From an optimization exercise on the open Yosys and OpenROAD flow, aimed at small area, a short achievable clock period and few clock cycles per item; shortcuts taken in it are not production practice.
In this exercise RTL edits were held to simulation tests only and were not proved equivalent to the original.

### flow/config.mk
export PLATFORM = sky130hd
export DESIGN_NAME = alpha_gain_position_tracker
export DESIGN_NICKNAME = alpha_gain_position_tracker
export VERILOG_FILES = /design/flow/design.v
export SDC_FILE = /design/flow/constraint.sdc
export NUM_CORES = 4
export LEC_CHECK = 0
export ABC_AREA = 1
export CAP_MARGIN = 20
export CORE_MARGIN = 2
export CORE_UTILIZATION = 50
export SETUP_SLACK_MARGIN = 4.5
export SLEW_MARGIN = 20
### flow/constraint.sdc
create_clock -name core_clock -period 10.5 [get_ports {clk}]
set_input_delay 2.1000 -clock core_clock [delete_from_list [all_inputs] [get_ports {clk}]]
set_output_delay 2.1000 -clock core_clock [all_outputs]
set_load 0.01 [all_outputs]
### flow/design.v
`default_nettype none
package agpt_pkg;
  localparam int MEAS_W    = 16;
  localparam int CFG_W     = 16;
  localparam int CFG_IDX_W = 2;
  localparam int VAR_W     = 24;
  localparam int DEN_W     = VAR_W + 1;
  localparam int GAIN_W    = 17;
  localparam logic [CFG_IDX_W-1:0] CFG_PROCESS_NOISE = 2'd0;
  localparam logic [CFG_IDX_W-1:0] CFG_MEAS_NOISE    = 2'd1;
  localparam logic [CFG_IDX_W-1:0] CFG_VEL_GAIN      = 2'd2;
  localparam logic [CFG_W-1:0]  PROCESS_NOISE_RST = 16'd1024;
  localparam logic [CFG_W-1:0]  MEAS_NOISE_RST    = 16'd6400;
  localparam logic [CFG_W-1:0]  VEL_GAIN_RST      = 16'd19661;
  localparam logic [VAR_W-1:0]  VAR_RST   = 24'd256;
  localparam logic [VAR_W-1:0]  VAR_MAX   = 24'hFFFFFF;
endpackage
`default_nettype wire
`default_nettype none
module agpt_div #(
  parameter int W   = 25,
  parameter int NST = 2
) (
  input  wire logic [W-1:0]       rem_in,
  input  wire logic [W-1:0]       den,
  input  wire logic [W+1:0]       den3,
  output logic      [W-1:0]       rem_out,
  output logic      [2*NST-1:0]   q
);
  always_comb begin
    logic [W-1:0] r;
    logic [W+2:0] t1, t2, t3;
    r = rem_in;
    for (int i = NST - 1; i >= 0; i--) begin
      t1 = {1'b0, r, 2'b00} - {3'b000, den};
      t2 = {1'b0, r, 2'b00} - {2'b00, den, 1'b0};
      t3 = {1'b0, r, 2'b00} - {1'b0, den3};
      if (!t3[W+2]) begin
        r = t3[W-1:0];
        q[2*i +: 2] = 2'd3;
      end else if (!t2[W+2]) begin
        r = t2[W-1:0];
        q[2*i +: 2] = 2'd2;
      end else if (!t1[W+2]) begin
        r = t1[W-1:0];
        q[2*i +: 2] = 2'd1;
      end else begin
        r = {r[W-3:0], 2'b00};
        q[2*i +: 2] = 2'd0;
      end
    end
    rem_out = r;
  end
endmodule
module agpt_benc #(
  parameter int AW = 17,
  parameter int ND = (AW + 2) / 2
) (
  input  wire logic [AW-1:0]   a,
  output logic      [3*ND-1:0] d
);
  logic [2*ND:0] ax;
  assign ax = {{(2*ND-AW){1'b0}}, a, 1'b0};
  always_comb begin
    for (int j = 0; j < ND; j++) begin
      logic [2:0] g;
      g = ax[2*j +: 3];
      d[3*j]     = g[0] ^ g[1];
      d[3*j + 1] = (g == 3'b011) || (g == 3'b100);
      d[3*j + 2] = g[2] && !(g == 3'b111);
    end
  end
endmodule
module agpt_mul #(
  parameter int ND = 9,
  parameter int BW = 25,
  parameter int PW = 43
) (
  input  wire logic [3*ND-1:0]      d,
  input  wire logic signed [BW-1:0] b,
  input  wire logic [PW-1:0]        c,
  output logic      [PW-1:0]        p
);
  localparam int WW = BW + 1;              
  logic [PW-1:0]    rows [ND];
  logic [PW-1:0]    negs;
  logic [PW-1:0]    kc;
  always_comb begin
    kc   = '0;
    negs = '0;
    for (int j = 0; j < ND; j++) begin
      logic          one, two, neg;
      logic [WW-1:0] m;
      one  = d[3*j];
      two  = d[3*j + 1];
      neg  = d[3*j + 2];
      m    = one ? {b[BW-1], b} : (two ? {b, 1'b0} : '0);
      m    = neg ? ~m : m;
      rows[j] = '0;
      rows[j][2*j +: WW] = {~m[WW-1], m[WW-2:0]};
      negs[2*j] = neg;
      kc = kc - (PW'(1) << (WW - 1 + 2*j));
    end
  end
  always_comb begin
    p = c + kc + negs;
    for (int j = 0; j < ND; j++) p = p + rows[j];
  end
endmodule
`default_nettype wire
`default_nettype none
module alpha_gain_position_tracker (
  input  wire logic                 clk,
  input  wire logic                 rst_n,
  input  wire logic                 cfg_we,
  input  wire logic [1:0]           cfg_index,
  input  wire logic [15:0]          cfg_data,
  input  wire logic                 in_valid,
  output logic                      in_stall,
  input  wire logic [32:0]          in_data,
  output logic                      out_valid,
  input  wire logic                 out_stall,
  output logic [32:0]               out_data
);
  localparam int POS_W  = 24;
  localparam int STEP_W = 21;
  localparam int VAR_W  = 24;
  localparam int DEN_W  = 25;
  localparam int MB_W   = 25;           
  localparam int PW     = 18 + MB_W;    
  localparam int NIT    = 4;            
  localparam int CNT_W  = 2;
  localparam logic [2:0] T0 = 3'd0;
  localparam logic [2:0] T1 = 3'd1;
  localparam logic [2:0] T2 = 3'd2;
  localparam logic [2:0] T3 = 3'd3;
  localparam logic [2:0] T4 = 3'd4;
  localparam logic [2:0] T5 = 3'd5;
  localparam logic [2:0] TP = 3'd6;     
  localparam logic [2:0] TS = 3'd7;     
  localparam logic [1:0] V_IDLE = 2'd0;
  localparam logic [1:0] V_RUN  = 2'd1;
  localparam logic [1:0] V_DONE = 2'd2;
  localparam logic [1:0] V_FIX  = 2'd3;    
  function automatic logic signed [POS_W-1:0] sat_pos(input logic signed [POS_W+1:0] v);
    if ((&v[POS_W+1:POS_W-1]) || !(|v[POS_W+1:POS_W-1]))
      sat_pos = v[POS_W-1:0];
    else
      sat_pos = v[POS_W+1] ? {1'b1, {(POS_W-1){1'b0}}} : {1'b0, {(POS_W-1){1'b1}}};
  endfunction
  function automatic logic signed [STEP_W-1:0] sat_step(input logic signed [MB_W:0] v);
    if ((&v[MB_W:STEP_W-1]) || !(|v[MB_W:STEP_W-1]))
      sat_step = v[STEP_W-1:0];
    else
      sat_step = v[MB_W] ? {1'b1, {(STEP_W-1){1'b0}}} : {1'b0, {(STEP_W-1){1'b1}}};
  endfunction
  function automatic logic signed [15:0] to_port(input logic signed [POS_W-1:0] p);
    logic [15:0] h;
    logic        c;
    h = p[POS_W-1:8];
    c = p[7];
    for (int i = 0; i < 16; i++) begin
      to_port[i] = h[i] ^ c;
      c          = c & h[i];
    end
    if (!h[15] && to_port[15]) to_port = 16'h7FFF;
  endfunction
  logic [15:0]               pn_r, mn_r, vg_r;
  logic [2:0]                seq_r;
  logic                      t0_r, t1_r;
  logic                      seeded_r;
  logic                      epa_r;         
  logic signed [POS_W-1:0]   pos_r  [2];
  logic signed [STEP_W-1:0]  step_r [2];
  logic [VAR_W-1:0]          var_r;
  logic signed [MB_W-1:0]    mb_r;          
  logic signed [PW-1:0]      prod_r;
  logic                      out_valid_r;
  logic [1:0]                vst_r;
  logic [CNT_W-1:0]          vcnt_r;
  logic [DEN_W-1:0]          rem_r;
  logic [DEN_W-1:0]          den_r;
  logic [DEN_W+1:0]          den3_r;        
  logic [16:0]               q_r;           
  logic                      z_r;           
  logic                      det;
  logic signed [15:0]        meas_x, meas_y;
  logic                      out_free;
  logic                      frame_ps;      
  logic                      frame_c;       
  logic                      go_ps, go_c;
  logic                      early_p;
  assign det      = in_data[32];
  assign meas_x   = in_data[31:16];
  assign meas_y   = in_data[15:0];
  assign out_free = !out_valid_r || !out_stall;
  assign frame_ps = in_valid && (!det || !seeded_r);
  assign frame_c  = in_valid && det && seeded_r;
  assign go_ps    = (seq_r == T0) && frame_ps && out_free;
  assign go_c     = (seq_r == T0) && frame_c && out_free && (vst_r == V_DONE);
  assign early_p  = (seq_r >= T2) && (seq_r <= T5) && in_valid && !det && !epa_r;
  assign in_stall = !((seq_r == T1) || (seq_r == TP) || (seq_r == TS));
  logic [16:0]               a_nx;
  logic [26:0]               a_enc;
  logic [26:0]               benc_r;
  logic signed [PW-1:0]      mul_c;
  logic signed [PW-1:0]      prod;
  always_comb begin
    if ((seq_r == T0 && go_c) || seq_r == T1) a_nx = q_r;
    else if (seq_r == T2 || seq_r == T3)      a_nx = {1'b0, vg_r};
    else                                      a_nx = {1'b0, mn_r};
    if (t0_r) mul_c = PW'(rem_r);
    else      mul_c = PW'(32768);
  end
  agpt_benc #(.AW(17)) u_benc (
    .a (a_nx),
    .d (a_enc)
  );
  always_ff @(posedge clk) benc_r <= a_enc;
  always_ff @(posedge clk) begin
    t0_r <= !rst_n || (seq_r == T0 && !go_ps && !go_c) || seq_r == T5 ||
            seq_r == TP || seq_r == TS;
    t1_r <= rst_n && go_c;
  end
  agpt_mul #(.ND(9), .BW(MB_W), .PW(PW)) u_mul (
    .d (benc_r),
    .b (mb_r),
    .c (mul_c),
    .p (prod)
  );
  logic signed [MB_W-1:0]  prod_hi;    
  assign prod_hi = prod_r[MB_W+15:16];
  logic                      load_c;
  logic                      p_upd;
  logic [VAR_W-1:0]          vbase;
  logic [VAR_W:0]            vsum;
  logic [VAR_W-1:0]          vp;
  logic [DEN_W-1:0]          rem_nx;
  logic [3:0]                qbits;
  logic                      ld_run;        
  logic                      ld_fix;
  logic                      ld_data;
  logic [VAR_W-1:0]          lbase;
  logic [15:0]               lpn;
  logic [DEN_W-1:0]          dsum;
  logic [DEN_W+1:0]          dsum3;
  assign load_c  = t1_r;              
  assign p_upd   = (go_ps && !epa_r) || early_p;
  assign ld_fix  = (vst_r == V_FIX);
  assign ld_data = load_c || vst_r == V_IDLE || ld_fix;
  assign ld_run  = ld_data && !(p_upd && !load_c);
  assign vbase   = load_c ? prod_r[VAR_W+15:16] : var_r;
  assign vsum    = {1'b0, vbase} + (VAR_W+1)'(pn_r);
  assign vp      = vsum[VAR_W] ? {VAR_W{1'b1}} : vsum[VAR_W-1:0];
  assign lbase   = load_c ? prod_r[VAR_W+15:16] : (var_r | {VAR_W{ld_fix}});
  assign lpn     = ld_fix ? 16'd0 : pn_r;
  assign dsum    = DEN_W'(lbase) + DEN_W'(lpn) + DEN_W'(mn_r);
  assign dsum3   = (DEN_W+2)'({lbase, 1'b0}) + (DEN_W+2)'(lbase)
                 + (DEN_W+2)'({lpn, 1'b0}) + (DEN_W+2)'(lpn)
                 + (DEN_W+2)'({mn_r, 1'b0}) + (DEN_W+2)'(mn_r);
  agpt_div #(.W(DEN_W), .NST(2)) u_div (
    .rem_in  (rem_r),
    .den     (den_r),
    .den3    (den3_r),
    .rem_out (rem_nx),
    .q       (qbits)
  );
  always_ff @(posedge clk) begin
    if (!rst_n) begin
      var_r  <= agpt_pkg::VAR_RST;
      vst_r  <= V_IDLE;
      vcnt_r <= '0;
    end else if (cfg_we) begin
      vst_r  <= V_IDLE;
    end else if (ld_run) begin
      if (load_c) var_r <= vbase;
      vst_r  <= (!load_c && !ld_fix && vsum[VAR_W] && mn_r != '0) ? V_FIX : V_RUN;
      vcnt_r <= '0;
    end else if (p_upd) begin
      var_r  <= vp;
      vst_r  <= V_IDLE;
    end else if (vst_r == V_RUN) begin
      vcnt_r <= vcnt_r + 1'b1;
      if (vcnt_r == CNT_W'(NIT - 1)) vst_r <= V_DONE;
    end
  end
  always_ff @(posedge clk) begin
    if (ld_data) begin
      if (mn_r == '0) begin
        rem_r  <= '0;
        den_r  <= '1;
        den3_r <= '1;
        z_r    <= (vp != '0);
      end else begin
        if (!ld_fix) rem_r <= DEN_W'(vp);
        den_r  <= dsum;
        den3_r <= dsum3;
        z_r    <= 1'b0;
      end
    end else if (vst_r == V_RUN) begin
      rem_r <= rem_nx;
      q_r[15:0] <= {q_r[11:0], qbits};
      if (vcnt_r == CNT_W'(NIT - 1)) q_r[16] <= z_r;
    end
  end
  always_ff @(posedge clk) begin
    if (!rst_n) begin
      pn_r <= agpt_pkg::PROCESS_NOISE_RST;
      mn_r <= agpt_pkg::MEAS_NOISE_RST;
      vg_r <= agpt_pkg::VEL_GAIN_RST;
    end else if (cfg_we) begin
      case (cfg_index)
        2'd0: pn_r <= cfg_data;
        2'd1: mn_r <= cfg_data;
        2'd2: vg_r <= cfg_data;
        default: ;
      endcase
    end
  end
  always_ff @(posedge clk) begin
    if (!rst_n) begin
      seq_r       <= T0;
      seeded_r    <= 1'b0;
      epa_r       <= 1'b0;
      out_valid_r <= 1'b0;
      for (int i = 0; i < 2; i++) begin
        pos_r[i]  <= '0;
        step_r[i] <= '0;
      end
    end else begin
      if (out_valid_r && !out_stall) out_valid_r <= 1'b0;
      if (early_p) epa_r <= 1'b1;
      case (seq_r)
        T0: begin
          if (go_ps) begin
            epa_r <= 1'b0;
            if (det) begin
              pos_r[0]    <= POS_W'(meas_x) <<< 8;
              pos_r[1]    <= POS_W'(meas_y) <<< 8;
              step_r[0]   <= '0;
              step_r[1]   <= '0;
              seeded_r    <= 1'b1;
              seq_r       <= TS;
            end else begin
              pos_r[0]    <= upd_pos;
              seq_r       <= TP;
            end
          end else if (go_c) begin
            pos_r[0] <= upd_pos;
            seq_r    <= T1;
          end
        end
        TP: begin
          pos_r[1]    <= upd_pos;
          out_valid_r <= 1'b1;
          seq_r       <= T0;
        end
        TS: begin
          out_valid_r <= 1'b1;
          seq_r       <= T0;
        end
        T1: begin
          pos_r[1] <= upd_pos;
          seq_r    <= T2;
        end
        T2: begin
          pos_r[0] <= upd_pos;
          seq_r    <= T3;
        end
        T3: begin
          pos_r[1]    <= upd_pos;
          out_valid_r <= 1'b1;
          seq_r       <= T4;
        end
        T4: begin
          step_r[0] <= upd_step;
          seq_r     <= T5;
        end
        T5: begin
          step_r[1] <= upd_step;
          seq_r     <= T0;
        end
        default: seq_r <= T0;
      endcase
    end
  end
  logic signed [POS_W-1:0]   upd_a;
  logic signed [MB_W-1:0]    upd_b;
  logic signed [MB_W:0]      upd_sum;
  logic signed [POS_W-1:0]   upd_pos;
  logic signed [STEP_W-1:0]  upd_step;
  logic                      upd_y;
  always_comb begin
    upd_y = (seq_r == T1) || (seq_r == TP) || (seq_r == T3) || (seq_r == T5);
    if (seq_r == T4 || seq_r == T5) upd_a = upd_y ? POS_W'(step_r[1]) : POS_W'(step_r[0]);
    else                            upd_a = upd_y ? pos_r[1] : pos_r[0];
    if (seq_r == T0 || seq_r == T1 || seq_r == TP)
      upd_b = upd_y ? MB_W'(step_r[1]) : MB_W'(step_r[0]);
    else
      upd_b = prod_hi;
  end
  assign upd_sum  = (MB_W+1)'(upd_a) + (MB_W+1)'(upd_b);
  assign upd_pos  = sat_pos((POS_W+2)'(upd_sum));
  assign upd_step = sat_step(upd_sum);
  logic signed [15:0]        res_m;
  logic signed [MB_W-1:0]    res_ns;
  logic                      pp_ovf;
  logic signed [MB_W-1:0]    resid;
  assign res_m  = (seq_r == T1) ? meas_y : meas_x;
  assign res_ns = MB_W'($signed({res_m, 8'h00})) - MB_W'(upd_a) - MB_W'(upd_b);
  assign pp_ovf = !((&upd_sum[MB_W:POS_W-1]) || !(|upd_sum[MB_W:POS_W-1]));
  always_comb begin
    if (!pp_ovf)           resid = res_ns;
    else if (upd_sum[MB_W]) resid = {1'b0, ~res_m[15], res_m[14:0], 8'h00};   
    else                    resid = {1'b1, ~res_m[15], res_m[14:0], 8'h01};   
  end
  always_ff @(posedge clk) begin
    prod_r <= prod;
    if (seq_r == T0 && go_c || seq_r == T1)
      mb_r <= resid;
    else if (seq_r == T2 || seq_r == T3)
      mb_r <= prod_hi;
    else if (vst_r == V_RUN && vcnt_r == CNT_W'(NIT - 1))
      mb_r <= MB_W'({z_r, q_r[11:0], qbits});   
 end
  assign out_valid = out_valid_r;
  assign out_data  = {to_port(pos_r[0]), to_port(pos_r[1]), seeded_r};
endmodule
`default_nettype wire
### flow/run.sh
#!/bin/bash
# synth_recipe.tcl (not shown) runs the flow's synth.tcl, then flattens the netlist and writes it again
# the make line also repeats each setting of config.mk as NAME=value (left out here)
make -C /OpenROAD-flow-scripts/flow DESIGN_CONFIG=/design/flow/config.mk WORK_HOME=/design/flow/orfs CLKGATE_MAP_FILE= SYNTH_SCRIPT=/design/flow/synth_recipe.tcl finish
==> results.ini, run 1 <==
[route]
antenna_left = 0
viasPerCell = 5.88
routed_wl_um = 181000
drtIter0Drc = 5708
wl_per_cell_um = 23.1
drtPass1Iterations = 6
drc = 0
num_vias = 46100

[global_routing]
busiest_layer = met1
antenna_found_initial = 3
globalRouteMet2Util = 0.546
met1_usage = 0.556
grt_pass1_vias = 42500
grt_util_met3 = 0.0720
grt_start_max_net_pins = 67
grt_use_total = 0.375
grt_pass1_wl_um = 268000
overflow = 0

[placement]
io_buffers = 90
placedInstanceArea_sq_um = 47300
dpl.cell_count = 7651
dp_hpwl_um = 139000
dp_slack_ns = 3.38
place_congestion = 1.01

[timing]
rsz0062_at_grt = true
setup_ws_ns = 4.58
finClkSkew_ns = 0.0273
fin_worst_hold_slack_ns = 0.457
finalSetupViolations = 0
tightest_slew_ns = 1.00
drv_slew = 0
hold_viol = 0
max_freq_ghz = 0.169
min_period_ns = 5.92
maxSlewHeadroom = 0.333
min_period_over_period = 0.564
setup_tns_ns = 0

[logic_synthesis]
syn_area_sq_um = 45600
ys_ff_latch = 344
async_reset_ff_frac = 0
syn_area_per_cell_sq_um = 6.92
synth-edff-count = 119
synth.net_count = 7358
yosysUniqueCellTypes = 64
netlist_instances = 6584
ys.flop_type = dfxtp_1
seq_area_frac_synth = 0.177
yosysWarnings = 7

[setup_path]
path_class = reg2reg
crit_top_cell = fa_1
cp-end-kind = flip-flop
r2r-start = mb_r[7]$_DFFE_PP_
start_kind = flip-flop
worstSetupStartpoint = mb_r[7]$_DFFE_PP_
critPathMaxStageDelay_ns = 0.58
worst-endpoint-arrival_ns = 6.41
required_ns = 10.99
timing.reg2reg.setup_slack_ns = 4.58
path_cells = clkinvlp_4 > buf_6 > o21ai_0 > o21ai_1 > xor2_1 > fa_1 > inv_1 > fa_1 > fa_1 > fa_1 > fa_1 > ha_4 > nand2_1 > inv_1 > nand2_1 > nor3_2 > nand4_1 > o21ai_4 > nand3_1 > nand2_1 > a21oi_2 > xor2_1
crit_slowest_cell = fa_1
path_max_fanout = 8

[floorplan]
coreArea_sq_um = 90100
die_w_um = 306
pin_count = 91
initial_utilization = 0.505
die-height_um = 306
rows = 110
dieArea_sq_um = 93600

[cts]
clock_path_buffers = 3
numCtsBuffers = 42
path_clk_slew_ns = 0.06
htreeDepth = 2
hold_buffers = 0
insertion_delay_ns = 0.61
clk_root_buffer_cell = clkbuf_16
cts_tree = built
cts_num_sinks = 344

[outcome]
outcome = complete, no violations

[layout]
fin_cells = 7848
seq_area_sq_um = 8100
num_antenna_cells = 0
nNetsFinal = 7412
multi_input_area_sq_um = 33400
filler_cell_count = 9042
final_area_sq_um = 50400
synthToLayoutAreaGrowth_pct = 10.6
drive_above_1_share = 0.0748

[run]
cap_violations = 0

[worst_hold_path]
min_path_type = reg2reg
hp-start = vg_r[4]$_SDFFE_PN0P_

-- cell type report --
class / count / share of cell area
Clock buffer: 57 / 0.0238
Clock inverter: 21 / 0.00497
Inverter: 1003 / 0.0768
Multi-Input combinational cell: 4996 / 0.662
Sequential cell: 344 / 0.161
Tap cell: 1176 / 0.0292
Timing Repair Buffer: 240 / 0.0409
Timing Repair inverter: 11 / 0.00149
-- flip-flops by register name, summed over array words and instances (netlist names), 16 cells and up --
register  flops
mn_r         16
vg_r         16
den3_r       26
mb_r         25
step_r       42
rem_r        25
prod_r       25
pos_r        48
pn_r         16
q_r          17
var_r        24
den_r        25
benc_r       26
-- per-stage QoR --
stage,utilization
floorplan,-
global placement,0.524
detailed placement,0.524
CTS,0.548
global route,0.559
finish,0.559
-- cell usage after synthesis, drive strengths merged (5+ instances only) --
master | count | area [sq um]
nand2 | 1390 | 5270
inv | 997 | 3740
o21ai | 811 | 4090
a21oi | 534 | 2680
ha | 441 | 5520
nor2 | 422 | 1610
xor2 | 327 | 2890
nand3 | 300 | 1530
fa | 277 | 5550
dfxtp | 225 | 4500
clkbuf | 178 | 669
edfxtp | 119 | 3570
xnor2 | 69 | 604
buf | 68 | 374
o211ai | 60 | 450
nand4 | 41 | 257
nor3 | 40 | 210
or2 | 36 | 225
a31oi | 33 | 206
o21bai | 29 | 218
a21o | 23 | 173
o22ai | 23 | 144
o21a | 22 | 165
nor4 | 20 | 125
a22oi | 17 | 128
a21boi | 15 | 113
mux2i | 11 | 110
nand3b | 10 | 78.8
o21ba | 7 | 70.1
a211oi | 6 | 45.0
clkinv | 6 | 22.5
o31ai | 6 | 50.1
o221ai | 5 | 43.8
-- what timing repair did --
action | CTS | global route
pin swaps | 5 | 30
endpoints found under the hold margin | 0 | 0
cloned | 10 | 6
buffers inserted | 45 | 57
resized for setup | 183 | 146
endpoints found under the setup margin | 115 | 170
-- metal layers --
metal	up-vias	part of all wire
met3	331	0.11
met2	2496	0.41
met5	-	0.00015
met4	4	0.038
met1	21700	0.44
li1	21600	-
-- placed cells by master (no fill, tap or decap), drive strengths merged, types with 60 or more instances in the layout --
cell    netlist  routed
a21oi       534     534
buf          68     165
dfxtp       225     225
edfxtp      119     119
fa          277     277
ha          441     441
inv         997     977
nand2      1390    1394
nand3       300     300
nor2        422     423
o211ai       60      60
o21ai       811     811
xnor2        69      69
xor2        327     327
-- cell families after synthesis --
group	after synthesis	synth area share
AND/OR/NAND/NOR	2268	0.206
AO/OA/AOI/OAI	1598	0.190
buffers and inverters	1249	0.106
adder cells (fa/ha/maj)	718	0.243
XOR/XNOR	396	0.0767
flip-flops	344	0.177
multiplexers	11	0.00242
-- path summary, 6_finish.rpt --
kind,endpoint,cells after the start
setup / recovery,prod_r[40]$_DFF_P_,22
hold / removal,vg_r[4]$_SDFFE_PN0P_,2
setup reg to reg,prod_r[40]$_DFF_P_,22
hold reg to reg,vg_r[4]$_SDFFE_PN0P_,2
-- worst max-delay path: cells and delay by family (launching register included) --
kind,cells,cell delay (ns)
XOR/XNOR,2,0.38
buffers and inverters,4,0.68
AO/OA/AOI/OAI,4,0.56
adder cells (fa/ha/maj),6,2.86
flip-flops,1,0.54
AND/OR/NAND/NOR,6,0.79
Testbench counts, summed over its fixed seeds: cycles 17,844, frames 3,200.
==> run 2: changes to the inputs <==
--- a/flow/config.mk
+++ b/flow/config.mk
@@ -8,6 +8,7 @@
 export ABC_AREA = 1
-export CAP_MARGIN = 20
+export CAP_MARGIN = 0
 export CORE_MARGIN = 2
 export CORE_UTILIZATION = 50
+export PLACE_DENSITY = 0.75
 export SETUP_SLACK_MARGIN = 4.5
-export SLEW_MARGIN = 20
+export SLEW_MARGIN = 0
==> run 2 against run 1 <==
Synthesized area is the same. First-iteration DRC count grew 2.7%. Global-route usage shrank 1.8 points. Register-to-register slack gained 0.06 ns. Flip-flop and latch count is the same. Largest cell class unchanged. Non-clock buffer count shrank 26. Count of clock-buffer cells in the layout shrank 11.
==> results.ini, run 2 <==
[outcome]
outcome = complete, no violations

[global_routing]
overflow = 0
grt_pass1_wl_um = 259000
grt_pass1_vias = 43400
antenna_found_initial = 1
grt_use_total = 0.358
grt_start_max_net_pins = 77

[logic_synthesis]
synth_most_common_cell = nand2_1
ys.flop_type = dfxtp_1
yosys-top-cells-area = fa_1, ha_1, nand2_1
synthTopCellsByCount = nand2_1, inv_1, o21ai_0, a21oi_1, ha_1
async_reset_ff_frac = 0
netlist_instances = 6584
yosysUniqueCellTypes = 64
synth-edff-count = 119
yosysTopAreaCell = fa_1
seq_area_frac_synth = 0.177
yosysWarnings = 7
syn_area_per_cell_sq_um = 6.92
syn_area_sq_um = 45600
ys_ff_latch = 344
synth_top_area_frac = 0.122
synth.net_count = 7358

[layout]
regMostFlops = pos_r
final_common_cell = nand2_1
reg_top3 = pos_r (48), step_r (42)
final_cell_mix = nand2_1, inv_1, o21ai_0
largest_register_ffs = 48
nNetsFinal = 7386
drive_above_1_share = 0.0691
synthToLayoutAreaGrowth_pct = 9.31

[floorplan]
rows = 110
initial_utilization = 0.505
pin_count = 91
die_w_um = 306
dieArea_sq_um = 93600
coreArea_sq_um = 90100
die-height_um = 306

[timing]
min_period_ns = 5.88
max_freq_ghz = 0.170
setup_tns_ns = 0
finalSetupViolations = 0
drv_slew = 0
tightest_slew_ns = 1.07
rsz0062_at_grt = true
maxSlewHeadroom = 0.285
setup_ws_ns = 4.62
min_period_over_period = 0.560
finClkSkew_ns = 0.0329
hold_viol = 0

[route]
antenna_left = 0
drtIter0Drc = 5860
drtPass1Iterations = 7
wl_per_cell_um = 22.1
routed_wl_um = 173000
viasPerCell = 5.96
num_vias = 46600
drc = 0

[setup_path]
start_kind = flip-flop
required_ns = 8.40
critPathMaxStageDelay_ns = 0.33
path_max_fanout = 7
path_cells = ha_2 > ha_2 > ha_4 > ha_4 > ha_4 > ha_2 > ha_1 > ha_2 > ha_1 > ha_1 > ha_2 > ha_2 > ha_1 > ha_2 > ha_4 > nand2_4 > nand2_1 > buf_2
crit_slowest_cell = dfxtp_2
worst-endpoint-arrival_ns = 3.78
r2r-start = mb_r[11]$_DFFE_PP_
critPathCapture = out_data[23]
rr_endpoint = prod_r[33]$_DFF_P_
r2r_cells = 25
cp-end-kind = output port
crit_top_cell = ha_2
path_class = reg2out
worstSetupStartpoint = pos_r[0][7]$_SDFFE_PN0P_
timing.reg2reg.setup_slack_ns = 4.64

[cts]
path_clk_slew_ns = 0.06
clk_root_buffer_cell = clkbuf_16
hold_buffers = 0
numCtsBuffers = 37
cts_num_sinks = 344
insertion_delay_ns = 0.61
htreeDepth = 2
cts_tree = built
clock_path_buffers = 3

[placement]
dp_hpwl_um = 134000
io_buffers = 90
place_congestion = 1.06
dp_slack_ns = 3.41

[worst_hold_path]
hp-start = pos_r[1][2]$_SDFFE_PN0P_
min_path_type = reg2reg

[run]
cap_violations = 0

==> run 2: kinds of logic (layout without fill, tap and decap cells) <==
group	Yosys count	after routing	synth area share
DFF	344	344	0.177
muxes	11	11	0.00242
xor gates and xnor gates	396	396	0.0767
adders and majority gates	718	718	0.243
and+or+nand+nor	2268	2273	0.206
other	0	1	0
buffers and inverters	1249	1301	0.106
AOI/OAI and AO/OA	1598	1598	0.190
==> run 2: final cells by class <==
type                    instances  area, sq um
fillers                      8757        40300
multi-input cells            4996        33200
flip-flops and latches        344         8100
inverters                    1003         3840
repair buffers                214         1750
well taps                    1176         1470
clock buffers                  46         1020
clock inverters                22          274
repair inverters               16          118
diodes                          1         2.50
==> run 2: how the worst min path moves through the flow <==
stage | end | slack (ns) | cells after the start
floorplan | q_r[16]$_DFFE_PP_ | 0.43 | 0
detailed placement | var_r[20]$_SDFFE_PN0P_ | 0.45 | 2
CTS | var_r[20]$_SDFFE_PN0P_ | 0.46 | 2
global placement | vg_r[4]$_SDFFE_PN0P_ | 0.44 | 2
finish | pos_r[1][2]$_SDFFE_PN0P_ | 0.46 | 2
global route | pos_r[1][2]$_SDFFE_PN0P_ | 0.47 | 2
==> run 2: through the flow <==
stage                util  instances  instance area [sq um]  hold slack [ns]
floorplan               -       6584                  45600            0.427
global placement    0.524       7651                  47300            0.442
detailed placement  0.524       7651                  47300            0.452
CTS                 0.542       7759                  48900            0.462
global route        0.552       7817                  49800            0.475
finish              0.552       7818                  49800            0.462
==> run 2: critical path: cells and delay by family, from the launching register on <==
kind / cells / cell delay [ns]
adders and majority gates: 15 / 2.55
DFF: 1 / 0.33
and+or+nand+nor: 2 / 0.16
buffers and inverters: 1 / 0.14
==> run 2: timing repair <==
action,in CTS,in global routing
setup endpoints to repair,157,165
gates cloned,11,10
setup buffers,29,48
gates resized for setup,195,126
pin swaps,5,14
==> run 2: layer usage <==
metal | share of wire | vias to the layer above | global-route usage
li1 | - | 21600 | -
met1 | 0.42 | 21700 | 0.508
met2 | 0.41 | 2818 | 0.527
met3 | 0.12 | 469 | 0.0690
met4 | 0.053 | 2 | 0.156
met5 | 0.000075 | - | 0
==> run 3: changes to the inputs <==
--- a/flow/config.mk
+++ b/flow/config.mk
@@ -8,3 +8,3 @@
 export ABC_AREA = 1
-export CAP_MARGIN = 0
+export CAP_MARGIN = 5
 export CORE_MARGIN = 2
@@ -13,2 +13,2 @@
 export SETUP_SLACK_MARGIN = 4.5
-export SLEW_MARGIN = 0
+export SLEW_MARGIN = 5
==> run 3 against run 2 <==
Flip-flop and latch count stayed put. Via count unchanged. Setup slack is the same. Critical path type unchanged. Largest cell class unchanged.
==> results.ini, run 3 <==
[layout]
drive_above_1_share = 0.0691
largest_register_ffs = 48
reg_top3 = pos_r (48), step_r (42)
nNetsFinal = 7386
synthToLayoutAreaGrowth_pct = 9.31
final_cell_mix = nand2_1, inv_1, o21ai_0
final_common_cell = nand2_1
regMostFlops = pos_r
fin_cells = 7818

[route]
antenna_left = 0
drtPass1Iterations = 7
routed_wl_um = 173000
wl_per_cell_um = 22.1
drc = 0
num_vias = 46600
drtIter0Drc = 5860
viasPerCell = 5.96

[global_routing]
grt_use_total = 0.358
antenna_found_initial = 1
overflow = 0
globalRouteMet2Util = 0.527
met1_usage = 0.508
busiest_layer = met2
grt_pass1_vias = 43400
grt_util_met3 = 0.0690
grt_start_max_net_pins = 77
grt_pass1_wl_um = 259000

[logic_synthesis]
synth_most_common_cell = nand2_1
ys.flop_type = dfxtp_1
netlist_instances = 6584
syn_area_per_cell_sq_um = 6.92
yosys-top-cells-area = fa_1, ha_1, nand2_1
synthTopCellsByCount = nand2_1, inv_1, o21ai_0, a21oi_1, ha_1
synth-edff-count = 119
yosysWarnings = 7
syn_area_sq_um = 45600
ys_ff_latch = 344
synth_top_area_frac = 0.122
yosysTopAreaCell = fa_1
synth.net_count = 7358
yosysUniqueCellTypes = 64
seq_area_frac_synth = 0.177
async_reset_ff_frac = 0

[floorplan]
dieArea_sq_um = 93600
coreArea_sq_um = 90100
die-height_um = 306
initial_utilization = 0.505
die_w_um = 306
pin_count = 91
rows = 110

[cts]
htreeDepth = 2
clock_path_buffers = 3
cts_tree = built
insertion_delay_ns = 0.61
clk_root_buffer_cell = clkbuf_16
cts_num_sinks = 344
path_clk_slew_ns = 0.06
numCtsBuffers = 37
hold_buffers = 0

[timing]
maxSlewHeadroom = 0.285
setup_tns_ns = 0
fin_worst_hold_slack_ns = 0.462
max_freq_ghz = 0.170
tightest_slew_ns = 1.07
drv_slew = 0
hold_viol = 0
rsz0062_at_grt = true
finClkSkew_ns = 0.0329
finalSetupViolations = 0
min_period_ns = 5.88
min_period_over_period = 0.560

[placement]
dpl.cell_count = 7651
place_congestion = 1.06
dp_hpwl_um = 134000
io_buffers = 90

[setup_path]
start_kind = flip-flop
path_class = reg2out
cp-end-kind = output port
required_ns = 8.40
path_max_fanout = 7
timing.reg2reg.setup_slack_ns = 4.64
worst-endpoint-arrival_ns = 3.78

[outcome]
outcome = complete, no violations

[run]
cap_violations = 0

[worst_hold_path]
min_path_type = reg2reg

-- run 3: cell counts after synthesis --
No cell type changed its count.
-- run 3: per-layer routing --
layer | routed length, um | vias up | part of all wire
met5 | 13 | - | 0.000075
met4 | 9110 | 2 | 0.053
met3 | 20200 | 469 | 0.12
met2 | 71300 | 2818 | 0.41
met1 | 72300 | 21700 | 0.42
li1 | - | 21600 | -
-- run 3: timing repair --
item                                    in CTS  in global routing
pin swaps                                    5                 14
endpoints found under the setup margin     157                165
buffers inserted                            29                 48
resized for setup                          195                126
cloned                                      11                 10
-- run 3: layout make-up --
| class | instances | area [sq um] |
|---|---|---|
| diodes | 1 | 2.50 |
| clock buffers | 46 | 1020 |
| clock inverters | 22 | 274 |
| fillers | 8757 | 40300 |
| inverters | 1003 | 3840 |
| multi-input cells | 4996 | 33200 |
| flip-flops and latches | 344 | 8100 |
| well taps | 1176 | 1470 |
| repair buffers | 214 | 1750 |
| repair inverters | 16 | 118 |
-- run 3: kinds of logic after synthesis --
| family | Yosys count | synth area share |
|---|---|---|
| multiplexers | 11 | 0.00242 |
| buffers and inverters | 1249 | 0.106 |
| XOR/XNOR | 396 | 0.0767 |
| AND/OR/NAND/NOR | 2268 | 0.206 |
| flip-flops | 344 | 0.177 |
| AO/OA/AOI/OAI | 1598 | 0.190 |
| adder cells (fa/ha/maj) | 718 | 0.243 |
-- run 3: worst max-delay path: stages (launching register included) --
cell	delay, ns
dfxtp_2	0.33
ha_2	0.17
ha_2	0.18
ha_4	0.16
ha_4	0.15
ha_4	0.15
ha_2	0.17
ha_1	0.17
ha_2	0.17
ha_1	0.17
ha_1	0.18
ha_2	0.17
ha_2	0.16
ha_1	0.18
ha_2	0.18
ha_4	0.19
nand2_4	0.11
nand2_1	0.05
buf_2	0.14
-- run 3: path summary, 6_finish.rpt --
kind,startpoint,to,cells past startpoint
setup / recovery,pos_r[0][7]$_SDFFE_PN0P_,out_data[23],18
hold / removal,pos_r[1][2]$_SDFFE_PN0P_,pos_r[1][2]$_SDFFE_PN0P_,2
setup reg to reg,mb_r[11]$_DFFE_PP_,prod_r[33]$_DFF_P_,25
hold reg to reg,pos_r[1][2]$_SDFFE_PN0P_,pos_r[1][2]$_SDFFE_PN0P_,2
-- run 3: stage by stage --
stage / cell area, sq um / util / setup WS (ns)
after floorplan: 45600 / - / 4.95
after global placement: 47300 / 0.524 / 3.49
after detailed placement: 47300 / 0.524 / 3.41
after CTS: 48900 / 0.542 / 4.47
after global routing: 49800 / 0.552 / 4.44
final: 49800 / 0.552 / 4.62
==> run 4: changes to the inputs <==
--- a/flow/config.mk
+++ b/flow/config.mk
@@ -12,3 +12,4 @@
 export PLACE_DENSITY = 0.75
-export SETUP_SLACK_MARGIN = 4.5
+export SETUP_SLACK_MARGIN = 4.7
 export SLEW_MARGIN = 5
+export TNS_END_PERCENT = 20
==> run 4 against run 3 <==
Critical endpoint unchanged. Sequential share of layout area decreased by 0.17 points. Maximum frequency grew 1.5%. Final cell count is 0.47% higher. Largest cell class unchanged. Die area is the same. Critical path type unchanged. Cell area up 1.3%.
==> results.ini, run 4 <==
[route]
wl_per_cell_um = 22.2
routed_wl_um = 174000
drc = 0
drtIter0Drc = 6091
viasPerCell = 5.94
drtPass1Iterations = 7
antenna_left = 0
num_vias = 46700

[layout]
largest_register_ffs = 48
filler_cell_count = 8679
nNetsFinal = 7424
final_area_sq_um = 50400
num_antenna_cells = 0
final_util = 0.560
drive_above_1_share = 0.0825
final_cell_mix = nand2_1, inv_1, o21ai_0
reg_top3 = pos_r (48), step_r (42)
regMostFlops = pos_r
synthToLayoutAreaGrowth_pct = 10.7
final_common_cell = nand2_1

[cts]
insertion_delay_ns = 0.61
clock_path_buffers = 3
cts_tree = built
cts_num_sinks = 344
path_clk_slew_ns = 0.06
htreeDepth = 2
numCtsBuffers = 37
hold_buffers = 0
clk_root_buffer_cell = clkbuf_16

[logic_synthesis]
syn_area_per_cell_sq_um = 6.92
seq_area_frac_synth = 0.177
ys.flop_type = dfxtp_1
synth-edff-count = 119
yosysUniqueCellTypes = 64
yosysTopAreaCell = fa_1
yosysWarnings = 7
synth.net_count = 7358
async_reset_ff_frac = 0
syn_area_sq_um = 45600
synth_top_area_frac = 0.122
ys_ff_latch = 344
synth_most_common_cell = nand2_1
netlist_instances = 6584
yosys-top-cells-area = fa_1, ha_1, nand2_1
synthTopCellsByCount = nand2_1, inv_1, o21ai_0, a21oi_1, ha_1

[setup_path]
required_ns = 8.40
r2r_cells = 22
start_kind = flip-flop
cp-end-kind = output port
worst-endpoint-arrival_ns = 3.70
path_max_fanout = 7
path_class = reg2out

[timing]
finalSetupViolations = 0
maxSlewHeadroom = 0.277
tightest_slew_ns = 1.08
finClkSkew_ns = 0.0286
setup_tns_ns = 0
min_period_ns = 5.80
hold_viol = 0
max_freq_ghz = 0.172
drv_slew = 0
min_period_over_period = 0.552
rsz0062_at_grt = true

[global_routing]
overflow = 0
antenna_found_initial = 2
grt_start_max_net_pins = 77
grt_pass1_wl_um = 261000
grt_pass1_vias = 43700
grt_use_total = 0.362

[placement]
dp_hpwl_um = 134000
place_congestion = 1.06
io_buffers = 90
placedInstanceArea_sq_um = 47300

[floorplan]
rows = 110
pin_count = 91
initial_utilization = 0.505
die_w_um = 306
die-height_um = 306
dieArea_sq_um = 93600
coreArea_sq_um = 90100

[outcome]
outcome = complete, no violations

[run]
cap_violations = 0

[worst_hold_path]
min_path_type = reg2reg
whs_path_depth = 2

-- run 4: cell counts after synthesis --
No cell type changed its count.
-- run 4: metrics by stage --
step | std cells | worst slack (ns) | hold slack [ns]
global route | 7855 | 4.56 | 0.475
detailed placement | 7651 | 3.41 | 0.452
global placement | 7651 | 3.49 | 0.442
floorplan | 6584 | 4.95 | 0.427
CTS | 7789 | 4.52 | 0.462
finish | 7855 | 4.70 | 0.462
-- run 4: worst paths after layout --
path | from | end | slack [ns]
worst max-delay path | pos_r[0][7]$_SDFFE_PN0P_ | out_data[23] | 4.70
worst min-delay path | pos_r[1][4]$_SDFFE_PN0P_ | pos_r[1][4]$_SDFFE_PN0P_ | 0.46
worst max register to register | mb_r[18]$_DFFE_PP_ | prod_r[40]$_DFF_P_ | 4.70
worst min register to register | pos_r[1][4]$_SDFFE_PN0P_ | pos_r[1][4]$_SDFFE_PN0P_ | 0.46
-- run 4: routing by layer --
metal,global-route usage,wire length (um),vias to the layer above
met1,0.511,72300,21800
met2,0.532,72000,2775
met3,0.0711,20700,458
li1,-,-,21600
met4,0.164,9010,2
met5,0,13,-
-- run 4: worst max-delay path, stage by stage, from the launching register on --
cell and delay, ns:
dfxtp_2 0.34, ha_4 0.16, ha_4 0.15, ha_4 0.16
ha_4 0.15, ha_4 0.15, ha_2 0.17, ha_1 0.18
ha_2 0.17, ha_2 0.16, ha_1 0.17, ha_2 0.18
ha_4 0.16, ha_4 0.15, ha_4 0.15, ha_4 0.19
nand2_4 0.10, nand2_1 0.05, buf_2 0.13
-- run 4: cell families (layout without fill, tap and decap cells) --
logic type / Yosys count / after routing / synth area share
compound gates: 1598 / 1598 / 0.190
flops: 344 / 344 / 0.177
simple gates: 2268 / 2272 / 0.206
xor+xnor: 396 / 396 / 0.0767
buf+inv: 1249 / 1340 / 0.106
mux: 11 / 11 / 0.00242
fa+ha+maj: 718 / 718 / 0.243
-- run 4: timing repair --
item | 4_1_cts | 5_1_grt
endpoints found under the hold margin | 0 | 0
setup endpoints to repair | 167 | 185
buffers inserted | 53 | 63
pin swaps | 9 | 34
gates resized for setup | 248 | 175
gates cloned | 17 | 3
-- run 4: final cells by class --
cell class                 count  area [sq um]  area share
multi-input combinational   4995         33500       0.664
sequential                   344          8120       0.161
inverter                    1003          3870      0.0767
timing repair buffer         253          2060      0.0409
tap                         1176          1470      0.0292
clock buffer                  46          1020      0.0203
clock inverter                22           274     0.00543
timing repair inverter        16           115     0.00228
==> run 5: changes to the inputs <==
--- a/flow/config.mk
+++ b/flow/config.mk
@@ -10,6 +10,5 @@
 export CORE_MARGIN = 2
-export CORE_UTILIZATION = 50
+export CORE_UTILIZATION = 60
 export PLACE_DENSITY = 0.75
-export SETUP_SLACK_MARGIN = 4.7
+export SETUP_SLACK_MARGIN = 4.5
 export SLEW_MARGIN = 5
-export TNS_END_PERCENT = 20
==> run 5 against run 4 <==
Global-route usage grew 6.8 points. Critical path depth grew 2. Die area shrank 16%. Final cell count shrank 2.4%. Non-clock buffer count grew 4. Synthesized cell count is the same. Maximum frequency shrank 2.6%. First-iteration DRC count grew 11%. Sequential share of layout area is essentially flat. Largest cell class unchanged.
==> results.ini, run 5 <==
[outcome]
outcome = complete, no violations

[floorplan]
dieArea_sq_um = 78200
die_w_um = 280
pin_count = 91
die-height_um = 280
rows = 101
coreArea_sq_um = 75600
initial_utilization = 0.603

[global_routing]
grt_use_total = 0.429
antenna_found_initial = 6
grt_pass1_wl_um = 258000
grt_pass1_vias = 43400
overflow = 0
grt_start_max_net_pins = 75

[layout]
synthToLayoutAreaGrowth_pct = 10.4
final_util = 0.666
drive_above_1_share = 0.0756
reg_top3 = pos_r (48), step_r (42)
final_common_cell = nand2_1
final_cell_mix = nand2_1, inv_1, o21ai_0
fin_cells = 7663
largest_register_ffs = 48
regMostFlops = pos_r
nNetsFinal = 7427

[logic_synthesis]
syn_area_per_cell_sq_um = 6.92
synth.net_count = 7358
yosysTopAreaCell = fa_1
yosysUniqueCellTypes = 64
seq_area_frac_synth = 0.177
synthTopCellsByCount = nand2_1, inv_1, o21ai_0, a21oi_1, ha_1
ys.flop_type = dfxtp_1
syn_area_sq_um = 45600
async_reset_ff_frac = 0
ys_ff_latch = 344
yosys-top-cells-area = fa_1, ha_1, nand2_1
netlist_instances = 6584
synth_most_common_cell = nand2_1
synth_top_area_frac = 0.122
synth-edff-count = 119
yosysWarnings = 7

[setup_path]
required_ns = 8.40
crit_top_cell = ha_4
cp-end-kind = output port
start_kind = flip-flop
path_cells = ha_2 > ha_2 > ha_4 > ha_4 > ha_4 > ha_4 > ha_4 > ha_4 > ha_4 > ha_4 > ha_4 > ha_4 > ha_4 > ha_4 > ha_4 > nand2_8 > buf_12 > buf_4 > nand2_1 > buf_2
crit_slowest_cell = dfxtp_2
path_max_fanout = 5
critPathMaxStageDelay_ns = 0.32
path_class = reg2out
worst-endpoint-arrival_ns = 3.85

[worst_hold_path]
min_path_type = reg2reg

[timing]
max_freq_ghz = 0.168
setup_ws_ns = 4.55
finalSetupViolations = 0
min_period_ns = 5.95
min_period_over_period = 0.567
hold_viol = 0
finClkSkew_ns = 0.0486
drv_slew = 0
setup_tns_ns = 0
tightest_slew_ns = 1.15
rsz0062_at_grt = true
maxSlewHeadroom = 0.233

[cts]
htreeDepth = 2
cts_tree = built
cts_num_sinks = 344
insertion_delay_ns = 0.61
numCtsBuffers = 39
hold_buffers = 0
clock_path_buffers = 3
clk_root_buffer_cell = clkbuf_16
path_clk_slew_ns = 0.06

[route]
antenna_left = 0
viasPerCell = 6.13
num_vias = 47000
drtPass1Iterations = 7
drtIter0Drc = 6760
routed_wl_um = 172000
drc = 0
wl_per_cell_um = 22.5

[placement]
place_congestion = 1.05
dpl.cell_count = 7451
dp_slack_ns = 3.45
dp_hpwl_um = 131000
io_buffers = 90

[run]
cap_violations = 0

-- run 5: cell counts after synthesis --
Identical to the previous run, type by type.
-- run 5: cell families after synthesis --
kind of cell,count (synthesis),share of synthesized area
flops,344,0.177
buf+inv,1249,0.106
simple gates,2268,0.206
fa+ha+maj,718,0.243
mux,11,0.00242
compound gates,1598,0.190
xor+xnor,396,0.0767
-- run 5: metrics by stage --
step	area, sq um	hold WS (ns)
2_1_floorplan	45600	0.427
3_3_place_gp	47000	0.444
3_5_place_dp	47000	0.447
4_1_cts	49300	0.460
5_1_grt	50300	0.478
6_report	50300	0.460
-- run 5: final cells by class --
| type | count | area [sq um] |
|---|---|---|
| multi-input cells | 4995 | 33400 |
| fillers | 6867 | 25300 |
| flip-flops and latches | 344 | 8110 |
| inverters | 1003 | 3870 |
| repair buffers | 257 | 2190 |
| well taps | 978 | 1220 |
| clock buffers | 50 | 1100 |
| clock inverters | 22 | 297 |
| repair inverters | 13 | 90.1 |
| diodes | 1 | 2.50 |
-- run 5: final timing paths --
check	startpoint	endpoint	slack, ns	cells past startpoint
setup reg to reg	mb_r[3]$_DFFE_PP_	prod_r[35]$_DFF_P_	4.59	26
hold reg to reg	pos_r[1][4]$_SDFFE_PN0P_	pos_r[1][4]$_SDFFE_PN0P_	0.46	2
setup / recovery	pos_r[1][7]$_SDFFE_PN0P_	out_data[2]	4.55	20
hold / removal	pos_r[1][4]$_SDFFE_PN0P_	pos_r[1][4]$_SDFFE_PN0P_	0.46	2
-- run 5: worst max-delay path: cells and delay by family, from the launching register on --
family,cells,cell delay [ns]
buf+inv,3,0.33
simple gates,2,0.14
fa+ha+maj,15,2.46
flops,1,0.32
-- run 5: layer usage --
layer / up-vias / track usage / part of all wire
met4: 12 / 0.192 / 0.052
met1: 21700 / 0.609 / 0.41
met3: 524 / 0.108 / 0.13
met5: - / 0.00438 / 0.00050
li1: 21600 / - / -
met2: 3052 / 0.614 / 0.40
-- run 5: timing repair --
item | CTS | global route
setup endpoints to repair | 168 | 166
setup buffers | 56 | 66
pin swaps | 5 | 17
resized for setup | 195 | 137
cloned | 16 | 1

## re-timing with driven ports
No port has a modelled driver above. Below, the same layouts with a new extraction and two added sets of constraints. Step 1 (the two cells are an assumption about what drives the block):
set clk [get_ports {clk}]
set_driving_cell -lib_cell sky130_fd_sc_hd__clkbuf_16 $clk
set_driving_cell -lib_cell sky130_fd_sc_hd__buf_2 [delete_from_list [all_inputs] $clk]
Step 2 moves the port delays by t, midway between the first and last clock arrival at a register: inputs arrive t later, outputs are due t later. That takes back most of the time a late clock gives input paths. Slacks: ideal ports / drivers / drivers and shift; pairs: ideal ports / drivers.
run | t, ns | setup WS [ns] | clock arrival spread, ns
run 1 | 0.665 | 4.582 / 4.550 / 4.174 | 0.028 / 0.028
run 2 | 0.653 | 4.617 / 4.556 / 4.341 | 0.034 / 0.034
run 3 | 0.653 | 4.617 / 4.556 / 4.341 | 0.034 / 0.034
run 4 | 0.654 | 4.701 / 4.641 / 4.344 | 0.030 / 0.030
run 5 | 0.656 | 4.547 / 4.481 / 4.225 | 0.048 / 0.048
After both steps every run listed still meets setup and hold. The setup slack of run 1, which loses most, moves by -0.032 ns with the drivers and by -0.408 ns with both steps.
